Source: an optimization exercise on an open RTL-to-GDS flow (aim: small area and a short achievable clock period). Production flows keep margins and buffers that such runs may drop.
Power and IR drop assume default switching activity.

==> flow/design.v <==
package fifo_pkg;
    localparam int ADDR_WIDTH     = 4;                    
    localparam int FIFO_DEPTH     = 1 << ADDR_WIDTH;      
    localparam int DATA_WIDTH     = 128;                  
    localparam int PROG_EMPTY_ASSERT = 4;                 
    typedef logic [ADDR_WIDTH-1:0] addr_t;                
    typedef logic [ADDR_WIDTH:0]   count_t;               
    typedef logic [DATA_WIDTH-1:0] data_t;                
    typedef logic [FIFO_DEPTH-1:0] sel_t;                 
endpackage
`timescale 1ns/1ns
module fifo_wr_ctrl (
    input  logic             rd_clk,
    input  logic             rd_rst_n,
    input  logic             fifo_clear,
    input  logic             wr_en,
    input  logic             wen,        
    input  logic             full_nxt,   
    output fifo_pkg::sel_t   we          
);
    fifo_pkg::addr_t wr_ptr;
    fifo_pkg::addr_t wr_ptr_nxt;
    fifo_pkg::sel_t  wok;           
    assign wr_ptr_nxt = fifo_clear ? '0 : (wen ? wr_ptr + 1'b1 : wr_ptr);
    always_ff @(posedge rd_clk or negedge rd_rst_n) begin
        if (!rd_rst_n) begin
            wr_ptr <= '0;
        end else begin
            wr_ptr <= wr_ptr_nxt;
        end
    end
    always_ff @(posedge rd_clk or negedge rd_rst_n) begin
        if (!rd_rst_n) begin
            wok <= 16'd1;
        end else begin
            for (int r = 0; r < fifo_pkg::FIFO_DEPTH; r++) begin
                wok[r] <= (wr_ptr_nxt == r[fifo_pkg::ADDR_WIDTH-1:0]) & ~(full_nxt & ~fifo_clear);
            end
        end
    end
    assign we = {fifo_pkg::FIFO_DEPTH{wr_en}} & wok;
endmodule
`timescale 1ns/1ns
module fifo_ram (
    input  logic             rd_clk,
    input  fifo_pkg::sel_t   we,        
    input  fifo_pkg::data_t  wdata,
    input  fifo_pkg::sel_t   rsel,      
    output fifo_pkg::data_t  rdata
);
    fifo_pkg::data_t mem [fifo_pkg::FIFO_DEPTH];
    fifo_pkg::data_t rd_word;
    for (genvar r = 0; r < fifo_pkg::FIFO_DEPTH; r++) begin : g_row
        always_ff @(posedge rd_clk) begin
            if (we[r]) begin
                mem[r] <= wdata;
            end
        end
    end
    always_comb begin
        rd_word = '0;
        for (int r = 0; r < fifo_pkg::FIFO_DEPTH; r++) begin
            rd_word = rd_word | (mem[r] & {fifo_pkg::DATA_WIDTH{rsel[r]}});
        end
    end
    always_ff @(posedge rd_clk) begin
        rdata <= rd_word;
    end
endmodule
`timescale 1ns/1ns
module fifo_rd_ctrl (
    input  logic             rd_clk,
    input  logic             rd_rst_n,
    input  logic             fifo_clear,
    input  logic             ren,        
    output fifo_pkg::sel_t   rsel        
);
    fifo_pkg::addr_t rd_ptr;
    always_ff @(posedge rd_clk or negedge rd_rst_n) begin
        if (!rd_rst_n) begin
            rd_ptr <= '0;
        end else if (fifo_clear) begin
            rd_ptr <= '0;
        end else if (ren) begin
            rd_ptr <= rd_ptr + 1'b1;
        end
    end
    always_ff @(posedge rd_clk) begin
        for (int r = 0; r < fifo_pkg::FIFO_DEPTH; r++) begin
            rsel[r] <= (rd_ptr == r[fifo_pkg::ADDR_WIDTH-1:0]);
        end
    end
endmodule
`timescale 1ns/1ns
module fifo_buffer_top (
    input  logic          rd_clk,
    input  logic          rd_rst_n,
    input  logic          fifo_clear,
    input  logic          wr_en,
    input  logic [127:0]  wr_data,
    input  logic [4:0]    prog_full_assert_cfg,
    input  logic [4:0]    prog_full_negate_cfg,
    output logic          full,
    output logic          prog_full,
    output logic          ovf_int,
    input  logic          rd_en,
    output logic          empty,
    output logic          prog_empty,
    output logic          udf_int,
    output logic [127:0]  rd_data,
    output logic          rd_data_val,
    output logic [4:0]    data_count
);
    logic             wen;       
    logic             ren;       
    fifo_pkg::count_t occ;       
    fifo_pkg::count_t occ_nxt;
    logic             occ_inc;   
    logic             occ_dec;   
    logic             full_nxt;
    logic             empty_nxt;
    logic             dc_inc;    
    logic             dc_dec;    
    fifo_pkg::count_t dc_nxt;
    logic [1:0]       val_pipe;  
    fifo_pkg::sel_t   we;
    fifo_pkg::sel_t   rsel;
    logic             nfull;       
    logic             empty_i;     
    logic             nempty_o;    
    logic             nprog_empty;
    logic             nval_i;      
    fifo_pkg::count_t ndc_i;       
    fifo_pkg::count_t dc_i;
    assign empty      = ~nempty_o;
    assign prog_empty = ~nprog_empty;
    assign wen = wr_en & nfull;
    assign ren = rd_en & ~empty_i;
    assign occ_inc   = wen & ~ren;
    assign occ_dec   = ren & ~wen;
    assign occ_nxt   = occ_inc ? occ + 5'd1 : (occ_dec ? occ - 5'd1 : occ);
    assign full_nxt  = occ_inc ? (occ == 5'd15) : (~nfull & ~occ_dec);
    assign empty_nxt = occ_dec ? (occ == 5'd1) : (empty_i & ~occ_inc);
    assign dc_i      = ~ndc_i;
    assign dc_inc    = wen & nval_i;
    assign dc_dec    = ~nval_i & ~wen;
    assign dc_nxt    = dc_inc ? dc_i + 5'd1 : (dc_dec ? dc_i - 5'd1 : dc_i);
    always_ff @(posedge rd_clk or negedge rd_rst_n) begin
        if (!rd_rst_n) begin
            occ         <= '0;
            full        <= 1'b0;
            nfull       <= 1'b1;
            empty_i     <= 1'b1;
            nempty_o    <= 1'b0;
            prog_full   <= 1'b0;
            nprog_empty <= 1'b0;
            val_pipe    <= '0;
            nval_i      <= 1'b1;
            data_count  <= '0;
            ndc_i       <= '1;
        end else if (fifo_clear) begin
            occ         <= '0;
            full        <= 1'b0;
            nfull       <= 1'b1;
            empty_i     <= 1'b1;
            nempty_o    <= 1'b0;
            prog_full   <= 1'b0;
            nprog_empty <= 1'b0;
            val_pipe    <= '0;
            nval_i      <= 1'b1;
            data_count  <= '0;
            ndc_i       <= '1;
        end else begin
            occ         <= occ_nxt;
            full        <= full_nxt;
            nfull       <= ~full_nxt;
            empty_i     <= empty_nxt;
            nempty_o    <= ~empty_nxt;
            if (occ >= prog_full_assert_cfg) begin
                prog_full <= 1'b1;
            end else if (occ < prog_full_negate_cfg) begin
                prog_full <= 1'b0;
            end
            nprog_empty <= (occ > 5'(fifo_pkg::PROG_EMPTY_ASSERT));
            val_pipe    <= {val_pipe[0], ren};
            nval_i      <= ~val_pipe[0];
            data_count  <= dc_nxt;
            ndc_i       <= ~dc_nxt;
        end
    end
    always_ff @(posedge rd_clk or negedge rd_rst_n) begin
        if (!rd_rst_n) begin
            ovf_int <= 1'b0;
            udf_int <= 1'b0;
        end else begin
            ovf_int <= wr_en & ~nfull;
            udf_int <= rd_en & empty_i;
        end
    end
    assign rd_data_val = val_pipe[1];
    fifo_wr_ctrl u_wr_ctrl (
        .rd_clk     ( rd_clk     ),
        .rd_rst_n   ( rd_rst_n   ),
        .fifo_clear ( fifo_clear ),
        .wr_en      ( wr_en      ),
        .wen        ( wen        ),
        .full_nxt   ( full_nxt   ),
        .we         ( we         )
    );
    fifo_ram u_ram (
        .rd_clk     ( rd_clk     ),
        .we         ( we         ),
        .wdata      ( wr_data    ),
        .rsel       ( rsel       ),
        .rdata      ( rd_data    )
    );
    fifo_rd_ctrl u_rd_ctrl (
        .rd_clk     ( rd_clk     ),
        .rd_rst_n   ( rd_rst_n   ),
        .fifo_clear ( fifo_clear ),
        .ren        ( ren        ),
        .rsel       ( rsel       )
    );
endmodule
Settings: LEC_CHECK=0, CAP_MARGIN=20, CORE_MARGIN=2, CORE_UTILIZATION=55, SETUP_SLACK_MARGIN=2.0, SLEW_MARGIN=20, TNS_END_PERCENT=10; clock period 4.0 ns.
standard.sh (not shown) runs the stock make flow with config.mk's settings and CLKGATE_MAP_FILE= SYNTH_SCRIPT=/design/flow/synth_recipe.tcl, a recipe that flattens the netlist after the stock synthesis.
==> flow/flow/run.sh <==
#!/bin/bash
# Standard ORFS layout with three changes:
#  - port buffers are buf_2 instead of the slow delay buffer buffer_ports picks by default
#  - repair may change a cell's footprint
#  - clock tree: larger sink clusters, no dummy loads
set -euo pipefail
export BUFFER_PORTS_ARGS="-buffer_cell sky130_fd_sc_hd__buf_2"
export CTS_ARGS="-sink_clustering_enable -repair_clock_nets -dont_use_dummy_load -sink_clustering_size 25 -sink_clustering_max_diameter 90"
bash standard.sh MATCH_CELL_FOOTPRINT=0 finish > make.log 2>&1
The first run produced a clean layout.
Then changed:
--- a/flow/design.v
+++ b/flow/design.v
@@ -127,51 +127,43 @@
     fifo_pkg::sel_t   rsel;
     logic             nfull;       
     logic             empty_i;     
     logic             nempty_o;    
     logic             nprog_empty;
-    logic             nval_i;      
-    fifo_pkg::count_t ndc_i;       
-    fifo_pkg::count_t dc_i;
     assign empty      = ~nempty_o;
     assign prog_empty = ~nprog_empty;
     assign wen = wr_en & nfull;
     assign ren = rd_en & ~empty_i;
     assign occ_inc   = wen & ~ren;
     assign occ_dec   = ren & ~wen;
     assign occ_nxt   = occ_inc ? occ + 5'd1 : (occ_dec ? occ - 5'd1 : occ);
     assign full_nxt  = occ_inc ? (occ == 5'd15) : (~nfull & ~occ_dec);
     assign empty_nxt = occ_dec ? (occ == 5'd1) : (empty_i & ~occ_inc);
-    assign dc_i      = ~ndc_i;
-    assign dc_inc    = wen & nval_i;
-    assign dc_dec    = ~nval_i & ~wen;
-    assign dc_nxt    = dc_inc ? dc_i + 5'd1 : (dc_dec ? dc_i - 5'd1 : dc_i);
+    assign dc_inc    = wen & ~val_pipe[1];
+    assign dc_dec    = val_pipe[1] & ~wen;
+    assign dc_nxt    = dc_inc ? data_count + 5'd1 : (dc_dec ? data_count - 5'd1 : data_count);
     always_ff @(posedge rd_clk or negedge rd_rst_n) begin
         if (!rd_rst_n) begin
             occ         <= '0;
             full        <= 1'b0;
             nfull       <= 1'b1;
             empty_i     <= 1'b1;
             nempty_o    <= 1'b0;
             prog_full   <= 1'b0;
             nprog_empty <= 1'b0;
             val_pipe    <= '0;
-            nval_i      <= 1'b1;
             data_count  <= '0;
-            ndc_i       <= '1;
         end else if (fifo_clear) begin
             occ         <= '0;
             full        <= 1'b0;
             nfull       <= 1'b1;
             empty_i     <= 1'b1;
             nempty_o    <= 1'b0;
             prog_full   <= 1'b0;
             nprog_empty <= 1'b0;
             val_pipe    <= '0;
-            nval_i      <= 1'b1;
             data_count  <= '0;
-            ndc_i       <= '1;
         end else begin
             occ         <= occ_nxt;
             full        <= full_nxt;
             nfull       <= ~full_nxt;
             empty_i     <= empty_nxt;
@@ -181,13 +173,11 @@
             end else if (occ < prog_full_negate_cfg) begin
                 prog_full <= 1'b0;
             end
             nprog_empty <= (occ > 5'(fifo_pkg::PROG_EMPTY_ASSERT));
             val_pipe    <= {val_pipe[0], ren};
-            nval_i      <= ~val_pipe[0];
             data_count  <= dc_nxt;
-            ndc_i       <= ~dc_nxt;
         end
     end
     always_ff @(posedge rd_clk or negedge rd_rst_n) begin
         if (!rd_rst_n) begin
             ovf_int <= 1'b0;
What happened:
- The changed run finished with timing, DRC and antenna clean
- total power went down slightly
- die area stays flat
- setup slack improves by 0.0039 ns
- routed wire length went up slightly
- clock-buffer cell count went down by 1
- final cell count barely changes
- clock power stays flat
- sequential power stays flat
- synthesized area is about the same
- synthesized cell count went down slightly
- cell area went down slightly
- utilization went down by 0.16 points
- critical path depth does not change
No functional check of the RTL was part of any run of this note.

-- port drivers added, routing unchanged --
The flow's constraints put no driver on any port. The routed layouts listed below were extracted and timed again, unchanged, in two steps. Step 1 (the two cells are an assumption about what drives the block):
set clk [get_ports {rd_clk}]
set_driving_cell -lib_cell sky130_fd_sc_hd__clkbuf_16 $clk
set_driving_cell -lib_cell sky130_fd_sc_hd__buf_2 [delete_from_list [all_inputs] $clk]
Step 2 also shifts input and output timing later by t, the mid clock arrival at the registers, as if the neighbouring blocks saw the same clock. Three values: ideal ports, drivers, drivers and shift; two values: the first two.
| run | shift t [ns] | setup slack, ns | latest minus earliest clock arrival (ns) | worst slew at a driven data input, ns | pins driven straight from the clock port |
|---|---|---|---|---|---|
| the first run | 0.804 | 1.900 / 1.822 / 1.147 | 0.057 / 0.057 | 0.17 | 1 |
| the second run | 0.811 | 1.904 / 1.823 / 1.155 | 0.076 / 0.076 | 0.18 | 1 |
After both steps every run listed still meets setup and hold. For the first run, which loses most, drivers alone change the setup slack by -0.078 ns; drivers and shift together by -0.753 ns.
